Background: an optimization exercise with open tools, aiming at small area, a short achievable clock period and few clock cycles per item. Do not read the settings as production practice.
The RTL was checked by simulation tests, not by an equivalence proof against the original design.

**flow/config.mk**
```make
export PLATFORM = sky130hd
export DESIGN_NAME = fs_group_descriptor_checksum_core
export DESIGN_NICKNAME = fs_group_descriptor_checksum_core
export VERILOG_FILES = /design/flow/design.v
export SDC_FILE = /design/flow/constraint.sdc
export NUM_CORES = 4
export LEC_CHECK = 0
export CAP_MARGIN = 20
export CORE_MARGIN = 2
export CORE_UTILIZATION = 60
export SETUP_SLACK_MARGIN = 5
export SLEW_MARGIN = 20
```
**flow/constraint.sdc**
```tcl
create_clock -name core_clock -period 10.0 [get_ports {clk}]
set_input_delay 2.0000 -clock core_clock [delete_from_list [all_inputs] [get_ports {clk}]]
set_output_delay 2.0000 -clock core_clock [all_outputs]
set_load 0.01 [all_outputs]
```
**flow/design.v**
```verilog
`timescale 1ns / 1ps
package fgdc_pkg;
	localparam logic [31:0] POLY32 = 32'h82F6_3B78;
	localparam logic [31:0] POLY16 = 32'h0000_A001;
	localparam logic [15:0] CRC16_INIT = 16'hFFFF;
	localparam logic [1:0] MODE_NONE   = 2'd0;
	localparam logic [1:0] MODE_META   = 2'd1;
	localparam logic [1:0] MODE_LEGACY = 2'd2;
	localparam int REG_INDEX_W = 3;
	localparam logic [REG_INDEX_W-1:0] REG_MODE      = 3'd0;
	localparam logic [REG_INDEX_W-1:0] REG_SEED      = 3'd1;
	localparam logic [REG_INDEX_W-1:0] REG_VID_LOW   = 3'd2;
	localparam logic [REG_INDEX_W-1:0] REG_VID_HIGH  = 3'd3;
	localparam logic [REG_INDEX_W-1:0] REG_DESC_SIZE = 3'd4;
	localparam logic [REG_INDEX_W-1:0] REG_WIDE      = 3'd5;
	function automatic logic [31:0] step8(input logic [31:0] c, input logic [31:0] poly);
		logic [31:0] r;
		r = c;
		for (int k = 0; k < 8; k++) begin
			r = r[0] ? ((r >> 1) ^ poly) : (r >> 1);
		end
		step8 = r;
	endfunction
	function automatic logic [15:0] crc16_byte(input logic [15:0] c, input logic [7:0] b);
		logic [15:0] r;
		r = c ^ {8'h0, b};
		for (int k = 0; k < 8; k++) begin
			r = r[0] ? ((r >> 1) ^ 16'hA001) : (r >> 1);
		end
		crc16_byte = r;
	endfunction
	function automatic logic [15:0] uuid_crc_zero();
		logic [15:0] c;
		c = CRC16_INIT;
		for (int i = 0; i < 16; i++) begin
			c = crc16_byte(c, 8'h00);
		end
		uuid_crc_zero = c;
	endfunction
	localparam logic [15:0] UUID_CRC_RESET = uuid_crc_zero();
endpackage
`timescale 1ns / 1ps
`timescale 1ns / 1ps
module fs_group_descriptor_checksum_core #(
	parameter logic [6:0] MAX_DESC_BYTES = 7'd64
) (
	input  logic                               clk,
	input  logic                               arst_n,
	input  logic                               cfg_valid,
	output logic                               cfg_ready,
	input  logic [fgdc_pkg::REG_INDEX_W-1:0]   cfg_index,
	input  logic [63:0]                        cfg_data,
	input  logic                               in_valid,
	output logic                               in_ready,
	input  logic [31:0]                        group_number,
	input  logic [7:0]                         data_byte,
	input  logic                               first_byte,
	input  logic                               last_byte,
	output logic                               out_valid,
	input  logic                               out_ready,
	output logic [15:0]                        checksum,
	output logic                               checksum_valid
);
	logic [1:0]  mode_q;
	logic [31:0] seed_q;
	logic [15:0] vla_q;        
	logic [15:0] vhb_q;        
	logic        span64_q;     
	logic [4:0]  span_lo_q;    
	logic        wide_q;
	logic [31:0] crc_q;
	logic [7:0]  ib_q;         
	logic        hv_q;         
	logic        hl_q;         
	logic [6:0]  pos_q;        
	logic [4:0]  cnt_q;        
	logic        cop_q;        
	logic        vlow_q;       
	logic        in_rdy_q;
	logic        cfg_rdy_q;
	logic        ov_q;
	logic [15:0] cs_q;
	logic        cv_q;
	logic        meta, leg;
	logic        in_acc, first_acc, cfg_acc, det, det_vid, pre, proc_h, produce;
	logic        in_desc, field, tail, step_h;
	logic        e_meta, e_leg, e_do;
	logic [7:0]  e_inj;
	logic [31:0] x, y, r_step, kstart;
	logic [7:0]  cfg_byte;
	logic        cop_n, hv_n, hl_n, ov_n;
	logic [4:0]  cnt_n;
	assign meta = (mode_q == fgdc_pkg::MODE_META);
	assign leg  = (mode_q == fgdc_pkg::MODE_LEGACY);
	assign in_acc    = in_valid && in_rdy_q;
	assign first_acc = in_acc && first_byte;
	assign cfg_acc   = cfg_valid && cfg_rdy_q;
	assign det       = cfg_valid && !cfg_rdy_q && !cop_q;
	assign det_vid   = det && (cfg_index == fgdc_pkg::REG_VID_LOW ||
		cfg_index == fgdc_pkg::REG_VID_HIGH);
	assign pre       = !cop_q && (cnt_q != 5'd0);
	assign proc_h    = hv_q && !cop_q && (cnt_q == 5'd0) && !(hl_q && ov_q);
	assign produce   = proc_h && hl_q;
	assign in_desc = !pos_q[6] && (!pos_q[5] || span64_q || (pos_q[4:0] < span_lo_q));
	assign field   = (pos_q[6:1] == 6'b001111);
	assign tail    = pos_q[6] || pos_q[5];
	assign step_h  = in_desc && !(leg && (field || (tail && !wide_q)));
	assign cfg_byte = cfg_data[{cnt_q[2:0], 3'b000} +: 8];
	always_comb begin
		e_meta = 1'b0;
		e_leg  = 1'b0;
		e_inj  = 8'h00;
		e_do   = 1'b0;
		if (cop_q) begin
			e_leg = (cnt_q != 5'd0);
			e_inj = (cnt_q != 5'd0 && cnt_q <= 5'd8) ? ib_q : 8'h00;
			e_do  = 1'b1;
		end else if (pre) begin
			e_meta = meta;
			e_leg  = leg;
			e_do   = 1'b1;
		end else if (proc_h) begin
			e_meta = meta;
			e_leg  = leg;
			e_inj  = field ? 8'h00 : ib_q;
			e_do   = step_h;
		end
	end
	assign x = crc_q ^ {24'h0, e_inj};
	assign y = (e_meta ? fgdc_pkg::step8(x, fgdc_pkg::POLY32) : 32'h0) |
		(e_leg ? fgdc_pkg::step8(x, fgdc_pkg::POLY16) : 32'h0);
	assign r_step = e_do ? y : crc_q;
	assign kstart = meta ? seed_q : {16'h0, fgdc_pkg::UUID_CRC_RESET ^ vla_q ^ vhb_q};
	always_comb begin
		cop_n = cop_q;
		cnt_n = cnt_q;
		if (cop_q) begin
			cnt_n = cnt_q + 5'd1;
			if ((cnt_q == 5'd8 && !vlow_q) || cnt_q == 5'd16) begin
				cop_n = 1'b0;
				cnt_n = 5'd0;
			end
		end else if (det_vid) begin
			cop_n = 1'b1;
			cnt_n = 5'd0;
		end else if (first_acc) begin
			cnt_n = 5'd4;
		end else if (pre) begin
			cnt_n = cnt_q - 5'd1;
		end
	end
	assign hv_n = in_acc || (hv_q && !proc_h);
	assign hl_n = in_acc ? last_byte : hl_q;
	assign ov_n = produce || (ov_q && !out_ready);
	always_ff @(posedge clk or negedge arst_n) begin
		if (!arst_n) begin
			mode_q    <= fgdc_pkg::MODE_NONE;
			seed_q    <= '0;
			vla_q     <= '0;
			vhb_q     <= '0;
			span64_q  <= 1'b0;
			span_lo_q <= '0;
			wide_q    <= 1'b0;
		end else begin
			if (cfg_acc) begin
				case (cfg_index)
					fgdc_pkg::REG_MODE: mode_q <= cfg_data[1:0];
					fgdc_pkg::REG_SEED: seed_q <= cfg_data[31:0];
					fgdc_pkg::REG_DESC_SIZE: begin
						span64_q  <= cfg_data[6];
						span_lo_q <= (cfg_data[6] || !cfg_data[5]) ? 5'd0 : cfg_data[4:0];
					end
					fgdc_pkg::REG_WIDE: wide_q <= cfg_data[0];
					default: ;
				endcase
			end
			if (cop_q && cnt_q == 5'd8 && !vlow_q) begin
				vhb_q <= y[15:0];
			end
			if (cop_q && cnt_q == 5'd16) begin
				vla_q <= y[15:0];
			end
		end
	end
	always_ff @(posedge clk or negedge arst_n) begin
		if (!arst_n) begin
			hv_q      <= 1'b0;
			cnt_q     <= '0;
			cop_q     <= 1'b0;
			in_rdy_q  <= 1'b1;
			cfg_rdy_q <= 1'b0;
			ov_q      <= 1'b0;
			cv_q      <= 1'b0;
		end else begin
			hv_q      <= hv_n;
			cnt_q     <= cnt_n;
			cop_q     <= cop_n;
			in_rdy_q  <= !cop_n && (cnt_n == 5'd0) && !(hv_n && hl_n && ov_n);
			cfg_rdy_q <= (det && !det_vid) || (cop_q && cnt_q == 5'd7);
			ov_q      <= ov_n;
			cv_q      <= meta || leg;
		end
	end
	always_ff @(posedge clk) begin
		crc_q <= first_acc ? (kstart ^ group_number) : r_step;
		if (in_acc) begin
			ib_q  <= data_byte;
			hl_q  <= last_byte;
			pos_q <= first_byte ? 7'd0 : (pos_q[6] ? pos_q : pos_q + 7'd1);
		end else if (cop_q && cnt_q <= 5'd7) begin
			ib_q <= cfg_byte;
		end
		if (det_vid) begin
			vlow_q <= (cfg_index == fgdc_pkg::REG_VID_LOW);
		end
		if (produce) begin
			cs_q <= r_step[15:0];
		end
	end
	assign in_ready       = in_rdy_q;
	assign cfg_ready      = cfg_rdy_q;
	assign out_valid      = ov_q;
	assign checksum       = cs_q;
	assign checksum_valid = cv_q;
endmodule
```
**flow/run.sh**
```bash
#!/bin/bash
# synth_recipe.tcl (not shown) runs the flow's synth.tcl, then flattens the netlist and writes it again
# the make line also repeats each setting of config.mk as NAME=value (left out here)
make -C /OpenROAD-flow-scripts/flow DESIGN_CONFIG=/design/flow/config.mk WORK_HOME=/design/flow/orfs CLKGATE_MAP_FILE= SYNTH_SCRIPT=/design/flow/synth_recipe.tcl finish
```
==> impl_results.md, run 1 <==
* Status: complete, no violations
* Post-synth top flop: dfrtp_1
* Initial antenna violation count at 0
* Max Cap Violations at 0
* Inst Count DP at 1,134
* Final ANT Viol Nets at 0
* Met3 usage at 0.07718
* Startpoint types: flip-flop
* Layout Nets at 1,093
* Worst Setup Path Type: reg -> reg
* Maximum net fanout on the critical path at 21
* CTS sink cnt at 149
* Grt total ovfl at 0
* CTS tree: yes
* Total Die Area at 16,080 um^2
* Initial Util at 0.6180
* Share of cells above drive strength 1 at 0.1538
* Final Non-Filler Cells at 1,167
* Cell area after layout at 11,110 um^2
* Top Ports at 134
* Placed instance area at 10,520 um^2
* Core ar. at 14,640 um^2
* Hold-fix buffers, CTS at 0
* DP HPWL at 19,330 um
* Via density at 6.262
* Die X at 126.8 um
* Main area contributors after synthesis: dfrtp_1 (23%), edfxtp_1 (16%), mux2_2 (8.3%), xor2_1 (5.3%), xnor2_1 (5.2%)
* Worst Max-Slew Pin Slew at 0.9038 ns
* H-tree Lvls at 4
* Final setup violation count at 0
* Cells after synthesis at 851
* Vias in the first global route at 7,223
* Hold Violations, Final at 0
* Root buf cell: clkbuf_16
* CP required at 10.17 ns
* CTS max path bufs at 2
* Final GP Congestion at 0.9375
* Layout Skew at 0.009508 ns
* Asr flop ratio synth at 0.5638
* WL per Instance at 22.37 um
* DR vias at 7,308
* Post-synthesis sequential area ratio at 0.4293
* First drt pass iteration count at 6
* Post-synth EDFFs at 48
* Syn Nets at 975
* CTS buffer count at 17
* Mapped cell area at 9050 um^2
* First-pass GRT wire length at 40,590 um
* Area leader, netlist: dfrtp_1
* Syn avg cell area at 10.63 um^2
* Yosys warning total at 1
* Max_slew headroom at 0.3919
* Pins over their slew limit at 0
* CP cell instances: inv_1 -> ha_1 -> nor4b_4 -> nand3_2 -> o22ai_4 -> a32o_1 -> xor2_2 -> xnor3_2 -> xnor3_1 -> a21oi_1 -> o21ba_2 -> mux2_2
* Die span in y at 126.8 um
* Clk latency of the worst-skew pair at 0.42 ns
* Fin crit share at 0.4668
* Post-CTS Setup Inserts at 0
* Crit path DAT at 4.84 ns
* Total GRT Usage at 0.3357
* Synth top area share at 0.2295
* Clock-pin slew on the worst setup and hold paths at 0.06 ns
* Top-count cell post-synth: nand2_1
* Most frequent cells after synthesis: nand2_1 (112), dfrtp_1 (83), mux2_2 (67), nor2_1 (58), xor2_1 (55)
* Worst path slowest cell: dfrtp_2
* Cell variety after synth at 68
* Pin count of the biggest net entering global routing at 83
* Met2 Use GR at 0.5168
* Initial DRC Count at 696
* Port Buffers at 133
* Row count at 44
* FF+latch count, synth at 149
* Max incr delay on CP at 0.59 ns
* Layer carrying the most global-route usage: met2
* RSZ-0062 raised after global routing: no
* Fin util at 0.7590
* Fin Setup TNS at 0 ns
* Final WL at 26,110 um
* F_max at 0.2142 GHz
* Met1 Track Usage GR at 0.4761
* DRC viols at 0
* Layout area overhead at 22.81%
* Final Critical Period at 4.668 ns
* Worst hold-check path type: reg -> reg
* CP Capture Type: flip-flop
-- critical path, delay by kind of cell, from the launching register on --
kind / cells / cell delay, ns
multiplexers: 1 / 0.28
buffers and inverters: 1 / 0.17
AO/OA/AOI/OAI: 4 / 1.32
flip-flops: 1 / 0.59
adder cells (fa/ha/maj): 1 / 0.20
AND/OR/NAND/NOR: 2 / 0.65
XOR/XNOR: 3 / 1.18
-- per-stage QoR --
stage | worst slack, ns | hold WS [ns]
after global placement | 5.179 | 0.4662
after floorplan | 5.390 | 0.4498
final | 5.332 | 0.5063
after CTS | 5.155 | 0.5025
after global routing | 5.046 | 0.5258
after detailed placement | 4.890 | 0.4703
-- path summary, 6_finish.rpt --
check | to | cells past startpoint | slack, ns | start
worst max register to register | cs_q[4]$_DFFE_PP_ | 12 | 5.33 | cnt_q[1]$_DFF_PN0_
worst min register to register | hv_q$_DFF_PN0_ | 2 | 0.51 | hv_q$_DFF_PN0_
min in group asynchronous | mode_q[0]$_DFFE_PN0P_ | 1 | 1.35 | arst_n
worst max-delay path | cs_q[4]$_DFFE_PP_ | 12 | 5.33 | cnt_q[1]$_DFF_PN0_
max in group asynchronous | cnt_q[1]$_DFF_PN0_ | 2 | 7.67 | arst_n
worst min-delay path | hv_q$_DFF_PN0_ | 2 | 0.51 | hv_q$_DFF_PN0_
-- flip-flops by register name, summed over array words and instances, names as in the netlist, 2 cells and up --
signal     flops
vhb_q         16
span_lo_q      5
seed_q        32
crc_q         32
ib_q           8
mode_q         2
vla_q         16
cs_q          16
cnt_q          5
pos_q          7
-- cells by family after synthesis --
group	share of synthesized area
XOR/XNOR	0.1529
AND/OR/NAND/NOR	0.1211
multiplexers	0.1376
buffers and inverters	0.02765
AO/OA/AOI/OAI	0.1177
adder cells (fa/ha/maj)	0.01383
flip-flops	0.4293
-- layout by cell type (no fill, tap or decap), types with 4 or more instances in the layout --
cell and instances:
clkdlybuf4s50_1 132, nand2_1 112, dfrtp_1 82, mux2_2 67, nor2_1 57, xor2_1 55
xnor2_1 54, edfxtp_1 48, o21ai_0 45, a21oi_1 32, o22ai_1 20, nand3_1 19
clkbuf_16 18, inv_1 17, dfxtp_1 17, mux4_2 16, mux2i_1 13, xnor3_1 13
buf_4 13, nor3_1 11, nor2b_1 10, ha_1 10, nand2b_1 8, a31oi_1 8
o31ai_1 6, a21o_1 5, a22oi_1 5, o21a_1 5, o22a_1 5, nor3b_1 4
and2_1 4, o211ai_1 4, and3_1 4, clkinvlp_4 4, clkinv_4 4
-- metal layers --
layer,share of wire,up-vias
met5,0,-
met4,0.027,0
met3,0.086,56
met2,0.46,405
met1,0.43,3579
li1,-,3268
-- cell type report --
cell class / count / area (um^2)
Clock buffer: 18 / 450.4
Sequential cell: 149 / 3886
Timing Repair Buffer: 146 / 1430
Clock inverter: 14 / 126.4
Inverter: 17 / 63.81
Tap cell: 184 / 230.2
Antenna cell: 1 / 2.502
Multi-Input combinational cell: 638 / 4925
Fill cell: 1011 / 3530
-- timing repair --
action,in CTS,in global routing
pin swaps,0,0
cloned,0,0
resized for setup,1,1
endpoints found under the setup margin,5,10
Testbench counts, summed over its fixed seeds: cycles 41,912, items 37,992.
==> run 2: changes to the inputs <==
--- a/flow/config.mk
+++ b/flow/config.mk
@@ -5,6 +5,7 @@
 export SDC_FILE = /design/flow/constraint.sdc
 export NUM_CORES = 4
 export LEC_CHECK = 0
+export ABC_CLOCK_PERIOD_IN_PS = 2500
 export CAP_MARGIN = 20
 export CORE_MARGIN = 2
 export CORE_UTILIZATION = 60
==> run 2 against run 1 <==
Compared with the run above:
- still clean on timing, DRC and antenna
- critical path depth stayed put
- clock skew unchanged
- first-iteration DRC count did not move
- worst setup slack unchanged
- sequential share of layout area is the same
- count of clock-buffer cells in the layout unchanged
- largest cell class unchanged
==> impl_results.md, run 2 <==
* Cell area after layout at 11,110 um^2
* FF+latch count, synth at 149
* Post-synth top flop: dfrtp_1
* RSZ-0062 raised after global routing: no
* Core ar. at 14,640 um^2
* CTS sink cnt at 149
* Fin Setup TNS at 0 ns
* Pin count of the biggest net entering global routing at 83
* Worst hold-check path type: reg -> reg
* Commonest non-fill, non-tap cell in the layout: clkdlybuf4s50_1
* DRC viols at 0
* Initial DRC Count at 696
* Max Cap Violations at 0
* Fin util at 0.7590
* Placed instance area at 10,520 um^2
* Top Ports at 134
* Die X at 126.8 um
* Grt total ovfl at 0
* Yosys warning total at 1
* Post-CTS Setup Inserts at 0
* Worst Max-Slew Pin Slew at 0.9038 ns
* DP HPWL at 19,330 um
* Total Die Area at 16,080 um^2
* Area leader, netlist: dfrtp_1
* Maximum net fanout on the critical path at 21
* Die span in y at 126.8 um
* Final ANT Viol Nets at 0
* Final setup violation count at 0
* Multi-input gate area at 4925 um^2
* Hold-fix buffers, CTS at 0
* Hold Crit Depth at 2
* Fin crit share at 0.4668
* First-pass GRT wire length at 40,590 um
* Crit path DAT at 4.84 ns
* DR vias at 7,308
* Layout area overhead at 22.81%
* Commonest cells after routing, fill and taps aside: clkdlybuf4s50_1 (132), nand2_1 (112), dfrtp_1 (82)
* Post-synth EDFFs at 48
* CTS max path bufs at 2
* WL per Instance at 22.37 um
* Root buf cell: clkbuf_16
* Hold_ws at 0.5063 ns
* H-tree Lvls at 4
* Clock-pin slew on the worst setup and hold paths at 0.06 ns
* Via density at 6.262
* Pins over their slew limit at 0
* Asr flop ratio synth at 0.5638
* Layout Skew at 0.009508 ns
* Most frequent cells after synthesis: nand2_1 (112), dfrtp_1 (83), mux2_2 (67), nor2_1 (58), xor2_1 (55)
* Worst Reg-to-Reg Cells at 12
* Final GP Congestion at 0.9375
* Hold Violations, Final at 0
* Initial Util at 0.6180
* Vias in the first global route at 7,223
* Syn avg cell area at 10.63 um^2
* CTS buffer count at 17
* Top-count cell post-synth: nand2_1
* Post-synthesis sequential area ratio at 0.4293
* Cells after synthesis at 851
* Port Buffers at 133
* Row count at 44
* Max_slew headroom at 0.3919
* Synth top area share at 0.2295
* First drt pass iteration count at 6
* Syn Nets at 975
* Fillers at 1,011
* Mapped cell area at 9050 um^2
* Total GRT Usage at 0.3357
* Status: complete, no violations
* Final WL at 26,110 um
* Biggest regs: crc_q (32), seed_q (32)
* F_max at 0.2142 GHz
* Layout Nets at 1,093
* Share of cells above drive strength 1 at 0.1538
* Main area contributors after synthesis: dfrtp_1 (23%), edfxtp_1 (16%), mux2_2 (8.3%), xor2_1 (5.3%), xnor2_1 (5.2%)
* CP required at 10.17 ns
* Cell variety after synth at 68
* CTS tree: yes
* FF+latch area at 3886 um^2
* Worst Setup Path Type: reg -> reg
* Clk latency of the worst-skew pair at 0.42 ns
* Startpoint types: flip-flop
* Initial antenna violation count at 0
* CP Capture Type: flip-flop
* Final Critical Period at 4.668 ns
## run 2: path summary, 6_finish.rpt
path	startpoint	to	slack (ns)
min in group asynchronous	arst_n	mode_q[0]$_DFFE_PN0P_	1.35
max	cnt_q[1]$_DFF_PN0_	cs_q[4]$_DFFE_PP_	5.33
min reg2reg	hv_q$_DFF_PN0_	hv_q$_DFF_PN0_	0.51
max reg2reg	cnt_q[1]$_DFF_PN0_	cs_q[4]$_DFFE_PP_	5.33
min	hv_q$_DFF_PN0_	hv_q$_DFF_PN0_	0.51
max in group asynchronous	arst_n	cnt_q[1]$_DFF_PN0_	7.67
## run 2: cell families (layout without fill, tap and decap cells)
kind of cell             Yosys count  after routing  share of synthesized area
AO/OA/AOI/OAI                    159            159                     0.1177
XOR/XNOR                         129            129                     0.1529
adder cells (fa/ha/maj)           10             10                    0.01383
buffers and inverters             64            195                    0.02765
flip-flops                       149            149                     0.4293
multiplexers                      96             96                     0.1376
other                              0              1                          0
AND/OR/NAND/NOR                  244            244                     0.1211
## run 2: timing repair
action | 4_1_cts | 5_1_grt
pin swaps | 0 | 0
hold endpoints to repair | 0 | 0
gates cloned | 0 | 0
gates resized for setup | 1 | 1
endpoints found under the setup margin | 5 | 10
## run 2: per-layer routing
metal / global-route usage / vias to the layer above / share of wire
li1: - / 3268 / -
met1: 0.4761 / 3579 / 0.43
met2: 0.5168 / 405 / 0.46
met3: 0.07718 / 56 / 0.086
met4: 0.1086 / 0 / 0.027
met5: 0 / - / 0
## run 2: critical path, cell delays in order (launching register included)
cell and delay [ns]:
dfrtp_2 0.59, inv_1 0.17, ha_1 0.20, nor4b_4 0.36
nand3_2 0.29, o22ai_4 0.44, a32o_1 0.53, xor2_2 0.39
xnor3_2 0.37, xnor3_1 0.42, a21oi_1 0.15, o21ba_2 0.20
mux2_2 0.28
## run 2: cell type report
| cell class | count | area share |
|---|---|---|
| Sequential cell | 149 | 0.3497 |
| Multi-Input combinational cell | 638 | 0.4431 |
| Clock inverter | 14 | 0.01137 |
| Clock buffer | 18 | 0.04053 |
| Inverter | 17 | 0.005741 |
| Antenna cell | 1 | 0.0002251 |
| Timing Repair Buffer | 146 | 0.1287 |
| Tap cell | 184 | 0.02071 |
## run 2: through the flow
step           setup WS [ns]  std cells
2_1_floorplan          5.390        851
3_3_place_gp           5.179       1134
3_5_place_dp           4.890       1134
4_1_cts                5.155       1166
5_1_grt                5.046       1166
6_report               5.332       1167
==> run 3: changes to the inputs <==
--- a/flow/config.mk
+++ b/flow/config.mk
@@ -5,9 +5,7 @@
 export SDC_FILE = /design/flow/constraint.sdc
 export NUM_CORES = 4
 export LEC_CHECK = 0
-export ABC_CLOCK_PERIOD_IN_PS = 2500
 export CAP_MARGIN = 20
 export CORE_MARGIN = 2
-export CORE_UTILIZATION = 60
-export SETUP_SLACK_MARGIN = 5
+export CORE_UTILIZATION = 40
 export SLEW_MARGIN = 20
==> run 3 against run 2 <==
Compared with the run above:
- still clean on timing, DRC and antenna
- design area rose by 1.8%
- critical path depth did not move
- sequential share of layout area fell by 0.62 points
- area after synthesis did not move
- first-iteration DRC count fell by 13%
- via count fell by 4.7%
- clock skew barely moved
- highest routed layer unchanged
- hold slack got worse by 0.017 ns
==> impl_results.md, run 3 <==
* Status: complete, no violations
* Max Cap Violations at 0
* Hold-fix buffers, CTS at 0
* Crit-path leading delay family: XOR/XNOR gates
* Root buf cell: clkbuf_16
* Post-synth top flop: dfrtp_1
* Row count at 55
* Port Buffers at 133
* RSZ-0062 raised after global routing: no
* Clk latency of the worst-skew pair at 0.43 ns
* Worst path slowest cell: dfrtp_1
* CP Capture Type: flip-flop
* Clock-pin slew on the worst setup and hold paths at 0.07 ns
* Crit path DAT at 5.11 ns
* First-pass GRT wire length at 40,590 um
* Core ar. at 22,430 um^2
* Pin count of the biggest net entering global routing at 55
* Worst Max-Slew Pin Slew at 0.9517 ns
* Cells after synthesis at 851
* Synth top area share at 0.2295
* Final WL at 26,410 um
* Pins over their slew limit at 0
* CP cell instances: inv_1 -> ha_1 -> nor2b_1 -> xnor2_1 -> nand3_1 -> a32oi_4 -> xor2_1 -> xnor3_2 -> xnor3_1 -> a31oi_1 -> a31oi_1 -> mux2_2
* Layout area overhead at 24.98%
* First drt pass iteration count at 5
* Commonest non-fill, non-tap cell in the layout: clkdlybuf4s50_1
* Via density at 5.491
* CTS sink cnt at 149
* Final setup violation count at 0
* Startpoint types: flip-flop
* Vias in the first global route at 6,799
* CTS tree: yes
* Hold_ws at 0.4890 ns
* FF+latch count, synth at 149
* Total Die Area at 23,840 um^2
* Final ANT Viol Nets at 0
* Initial Util at 0.4034
* WL per Instance at 20.83 um
* Post-synth EDFFs at 48
* Fin Setup TNS at 0 ns
* Syn avg cell area at 10.63 um^2
* Final Critical Period at 4.791 ns
* CTS max path bufs at 2
* Share of cells above drive strength 1 at 0.1536
* Layout Skew at 0.009437 ns
* Total GRT Usage at 0.2250
* F_max at 0.2087 GHz
* Mapped cell area at 9050 um^2
* Syn Nets at 975
* Die span in y at 154.4 um
* Hold Violations, Final at 0
* Asr flop ratio synth at 0.5638
* Die X at 154.4 um
* DRC viols at 0
* Most used cell, CP: a31oi_1
* Initial DRC Count at 608
* Cell variety after synth at 68
* Top Ports at 134
* Layout Nets at 1,094
* Area leader, netlist: dfrtp_1
* CP required at 10.32 ns
* Maximum net fanout on the critical path at 21
* Final GP Congestion at 0.9109
* Post-CTS Setup Inserts at 0
* Antenna cell count at 0
* Initial antenna violation count at 0
* Post-cts sizing count at 0
* Commonest cells after routing, fill and taps aside: clkdlybuf4s50_1 (132), nand2_1 (112), dfrtp_1 (83)
* Max incr delay on CP at 0.97 ns
* CTS buffer count at 17
* Post-synthesis sequential area ratio at 0.4293
* Max_slew headroom at 0.3655
* Buf+Inv Stages, Crit Path at 1
* Main area contributors after synthesis: dfrtp_1 (23%), edfxtp_1 (16%), mux2_2 (8.3%), xor2_1 (5.3%), xnor2_1 (5.2%)
* Worst Setup Path Type: reg -> reg
* DP HPWL at 19,600 um
* Grt total ovfl at 0
* Biggest regs: crc_q (32), seed_q (32)
* DR vias at 6,962
* Worst hold-check path type: reg -> reg
* Most frequent cells after synthesis: nand2_1 (112), dfrtp_1 (83), mux2_2 (67), nor2_1 (58), xor2_1 (55)
* H-tree Lvls at 4
* Fin crit share at 0.4791
* Yosys warning total at 1
* Top-count cell post-synth: nand2_1
[run 3: worst reg2reg max path, stage by stage, from the launching register on]
cell     delay [ns]
dfrtp_1        0.97
inv_1          0.15
ha_1           0.24
nor2b_1        0.20
xnor2_1        0.57
nand3_1        0.22
a32oi_4        0.48
xor2_1         0.35
xnor3_2        0.36
xnor3_1        0.42
a31oi_1        0.28
a31oi_1        0.16
mux2_2         0.29
[run 3: logic make-up (layout without fill, tap and decap cells)]
| kind of cell | count (synthesis) | in the layout | synth area share |
|---|---|---|---|
| and+or+nand+nor | 244 | 244 | 0.1211 |
| AOI/OAI and AO/OA | 159 | 159 | 0.1177 |
| DFF | 149 | 149 | 0.4293 |
| xor gates and xnor gates | 129 | 129 | 0.1529 |
| muxes | 96 | 96 | 0.1376 |
| buffers and inverters | 64 | 196 | 0.02765 |
| adders and majority gates | 10 | 10 | 0.01383 |
[run 3: final cells by class]
| type | count | area (um^2) |
|---|---|---|
| fillers | 2025 | 11120 |
| inverters | 17 | 63.81 |
| well taps | 285 | 356.6 |
| clock inverters | 13 | 190.2 |
| multi-input cells | 638 | 4917 |
| flip-flops and latches | 149 | 3885 |
| repair buffers | 147 | 1434 |
| clock buffers | 19 | 464.2 |
[run 3: final timing paths]
check	startpoint	endpoint	slack, ns	cells past startpoint
worst max register to register	cnt_q[1]$_DFF_PN0_	crc_q[2]$_DFF_P_	5.21	12
max in group asynchronous	arst_n	vla_q[14]$_DFFE_PN0P_	7.38	2
worst min-delay path	span_lo_q[4]$_DFFE_PN0P_	span_lo_q[4]$_DFFE_PN0P_	0.49	2
min in group asynchronous	arst_n	cfg_rdy_q$_DFF_PN0_	1.51	1
worst min register to register	span_lo_q[4]$_DFFE_PN0P_	span_lo_q[4]$_DFFE_PN0P_	0.49	2
worst max-delay path	cnt_q[1]$_DFF_PN0_	crc_q[2]$_DFF_P_	5.21	12
[run 3: layer usage]
| metal | part of all wire | vias to the layer above | track usage |
|---|---|---|---|
| met3 | 0.053 | 24 | 0.03783 |
| met1 | 0.46 | 3427 | 0.3210 |
| met2 | 0.47 | 242 | 0.3637 |
| met5 | 0 | - | 0 |
| met4 | 0.011 | 0 | 0.04453 |
| li1 | - | 3269 | - |
[run 3: stage by stage]
step	instances	area, um^2	util	setup slack (ns)
2_1_floorplan	851	9050	-	5.390
3_3_place_gp	1236	10660	0.4750	5.303
3_5_place_dp	1236	10660	0.4750	5.200
4_1_cts	1268	11310	0.5042	5.180
5_1_grt	1268	11310	0.5042	4.825
6_report	1268	11310	0.5042	5.209
==> run 4: changes to the inputs <==
==> flow/flow/run.sh (new file) <==
#!/bin/bash
# Standard layout, with timing repair aiming for a larger setup slack than the clock needs.
set -euo pipefail
bash standard.sh SETUP_SLACK_MARGIN=7 finish > standard_flow.log 2>&1
==> flow/standard.sh (new file) <==
#!/bin/bash
# synth_recipe.tcl (not shown) runs the flow's synth.tcl, then flattens the netlist and writes it again
# the make line also repeats each setting of config.mk as NAME=value (left out here)
make -C /OpenROAD-flow-scripts/flow DESIGN_CONFIG=/design/flow/config.mk WORK_HOME=/design/flow/orfs CLKGATE_MAP_FILE= SYNTH_SCRIPT=/design/flow/synth_recipe.tcl "${@:-finish}"
--- a/flow/config.mk
+++ b/flow/config.mk
@@ -7,5 +7,5 @@
 export LEC_CHECK = 0
 export CAP_MARGIN = 20
 export CORE_MARGIN = 2
-export CORE_UTILIZATION = 40
+export CORE_UTILIZATION = 60
 export SLEW_MARGIN = 20
removed: flow/run.sh
==> run 4 against run 3 <==
Compared with the run above:
- still clean
- clock skew increased by 0.0041 ns
==> impl_results.md, run 4 <==
* Status: complete, no violations
* Cells after synthesis at 851
* Cell variety after synth at 68
* WL per Instance at 34.59 um
* Port Buffers at 133
* Fraction of the mapped netlist area in simple logic gates at 0.1211
* Pins over their slew limit at 0
* Final GP Congestion at 0.9544
* Placement Setup Slack at 5.030 ns
* Hold-fix buffers, CTS at 0
* Maximum net fanout on the critical path at 6
* F_max at 0.2297 GHz
* Pin count of the biggest net entering global routing at 85
* CTS max path bufs at 2
* Post-synthesis sequential area ratio at 0.4293
* Fin crit share at 0.4354
* Die span in y at 126.8 um
* Post-synth EDFFs at 48
* First drt pass iteration count at 6
* Main area contributors after synthesis: dfrtp_1 (23%), edfxtp_1 (16%), mux2_2 (8.3%), xor2_1 (5.3%), xnor2_1 (5.2%)
* DR vias at 9,598
* RSZ-0062 raised after global routing: yes
* Total GRT Usage at 0.4688
* First-pass GRT wire length at 55,430 um
* Yosys warning total at 1
* Initial antenna violation count at 1
* Worst Setup Path Type: reg -> reg
* Via density at 7.469
* Grt total ovfl at 0
* Crit path DAT at 4.51 ns
* Share of cells above drive strength 1 at 0.3733
* Final setup violation count at 0
* Mapped cell area at 9050 um^2
* Layout Nets at 1,212
* Max_slew headroom at 0.3912
* Worst hold-check path type: reg -> reg
* Hold Violations, Final at 0
* Biggest regs: crc_q (32), seed_q (32)
* Layout Skew at 0.01351 ns
* Worst path slowest cell: a21oi_1
* CP cell instances: inv_2 -> ha_4 -> buf_6 -> nor2b_4 -> xor2_4 -> o22ai_4 -> buf_6 -> buf_6 -> a32oi_4 -> xor2_4 -> buf_4 -> buf_6 -> buf_4 -> xnor2_4 -> buf_4 -> xnor2_2 -> a21oi_1 -> o21ai_2
* Final Critical Period at 4.354 ns
* Final WL at 44,450 um
* Clk latency of the worst-skew pair at 0.44 ns
* Initial DRC Count at 1,808
* Main combinational cell family by area after synthesis: XOR/XNOR gates
* Synth Area in Adders at 0.01383
* Most used cell, CP: buf_6
* Die X at 126.8 um
* Post-synth top flop: dfrtp_1
* Top-count cell post-synth: nand2_1
* Row count at 44
* Syn Nets at 975
* Max Cap Violations at 0
* Core ar. at 14,640 um^2
* Layout area overhead at 48.14%
* Startpoint types: flip-flop
* Synth top area share at 0.2295
* Inst Count DP at 1,132
* Initial Util at 0.6180
* Fin Setup TNS at 0 ns
* CP required at 10.15 ns
* Clock-pin slew on the worst setup and hold paths at 0.07 ns
* CTS buffer count at 17
* Top Ports at 134
* Vias in the first global route at 9,033
* Commonest cells after routing, fill and taps aside: nand2_1 (101), buf_4 (89), dfrtp_1 (77)
* CP Capture Type: flip-flop
* CTS tree: yes
* Root buf cell: clkbuf_16
* Commonest non-fill, non-tap cell in the layout: nand2_1
* Synth Area in XOR/XNOR at 0.1529
* Mux cell area share after synthesis at 0.1376
* Final Non-Filler Cells at 1,285
* Area leader, netlist: dfrtp_1
* Asr flop ratio synth at 0.5638
* Syn avg cell area at 10.63 um^2
* Compound-Gate Fraction of Synth Area at 0.1177
* Setup slack after layout at 5.646 ns
* CTS sink cnt at 149
* FF+latch count, synth at 149
* Max incr delay on CP at 0.65 ns
* DRC viols at 0
* H-tree Lvls at 4
* Final ANT Viol Nets at 0
* Most frequent cells after synthesis: nand2_1 (112), dfrtp_1 (83), mux2_2 (67), nor2_1 (58), xor2_1 (55)
* Antenna cell count at 0
* DP HPWL at 20,960 um
* Total Die Area at 16,080 um^2
* Worst Max-Slew Pin Slew at 0.9067 ns
==> run 4: cell counts after synthesis <==
Identical to the previous run, type by type.
==> run 4: path summary, 6_finish.rpt <==
path	startpoint	end	slack, ns	cells past startpoint
max	cnt_q[1]$_DFF_PN0_	crc_q[17]$_DFFE_PP_	5.65	18
min	span_lo_q[3]$_DFFE_PN0P_	span_lo_q[3]$_DFFE_PN0P_	0.49	2
max reg2reg	cnt_q[1]$_DFF_PN0_	crc_q[17]$_DFFE_PP_	5.65	18
min reg2reg	span_lo_q[3]$_DFFE_PN0P_	span_lo_q[3]$_DFFE_PN0P_	0.49	2
max in group asynchronous	arst_n	cnt_q[1]$_DFF_PN0_	7.77	1
min in group asynchronous	arst_n	mode_q[0]$_DFFE_PN0P_	1.60	1
==> run 4: per-layer routing <==
layer / track usage / vias to the layer above / part of all wire
met5: 0 / - / 0
met4: 0.2844 / 0 / 0.10
met3: 0.1202 / 410 / 0.15
met2: 0.7306 / 1201 / 0.43
met1: 0.5921 / 4497 / 0.32
li1: - / 3490 / -
==> run 4: worst max-delay path, delay by kind of cell, from the launching register on <==
kind            cells  cell delay [ns]
buf+inv             8             1.04
flops               1             0.50
simple gates        1             0.23
compound gates      4             1.36
fa+ha+maj           1             0.16
xor+xnor            4             0.77
==> run 4: cell families after synthesis <==
logic type / Yosys count
and+or+nand+nor: 244
AOI/OAI and AO/OA: 159
DFF: 149
xor gates and xnor gates: 129
muxes: 96
buffers and inverters: 64
adders and majority gates: 10
==> run 4: timing repair <==
item / CTS / global route
pin swaps: 44 / 33
endpoints found under the setup margin: 177 / 108
setup buffers: 94 / 21
gates resized for setup: 255 / 91
gates cloned: 6 / 0
==> run 4: layout make-up <==
| cell class | instances | area (um^2) |
|---|---|---|
| Multi-Input combinational cell | 639 | 6118 |
| Sequential cell | 149 | 3895 |
| Timing Repair Buffer | 263 | 2499 |
| Fill cell | 494 | 1237 |
| Clock buffer | 21 | 471.7 |
| Tap cell | 184 | 230.2 |
| Clock inverter | 11 | 112.6 |
| Inverter | 17 | 72.57 |
| Timing Repair inverter | 1 | 7.507 |
==> run 4: through the flow <==
step / cell area (um^2) / util / hold slack [ns]
6_report: 13410 / 0.9155 / 0.4872
5_1_grt: 13410 / 0.9155 / 0.5328
4_1_cts: 12870 / 0.8786 / 0.4878
3_5_place_dp: 10890 / 0.7436 / 0.4730
3_3_place_gp: 10890 / 0.7434 / 0.4662
2_1_floorplan: 9539 / - / 0.4498

==> static timing again, ports no longer ideal <==
Ports are ideal in the flow. The routed layouts listed here were re-timed in OpenROAD.
Step 1, drivers: a clkbuf_16 drives clk and a buf_2 each remaining input, both assumed.
Step 2 also shifts input and output timing later by t, the mid clock arrival at the registers, as if the neighbouring blocks saw the same clock.
Three values: ideal, step 1, step 2; two values: the first two.
| run | shift t [ns] | setup slack, ns | hold slack, ns | worst setup path at the end |
|---|---|---|---|---|
| run 1 | 0.467 | 5.332 / 5.332 / 5.271 | 0.506 / 0.506 / 0.506 | input to register |
| run 2 | 0.467 | 5.332 / 5.332 / 5.271 | 0.506 / 0.506 / 0.506 | input to register |
| run 3 | 0.472 | 5.209 / 5.209 / 5.209 | 0.489 / 0.489 / 0.489 | register to register |
| run 4 | 0.486 | 5.646 / 5.646 / 5.646 | 0.487 / 0.487 / 0.487 | register to register |
After both steps every run listed still meets setup and hold.
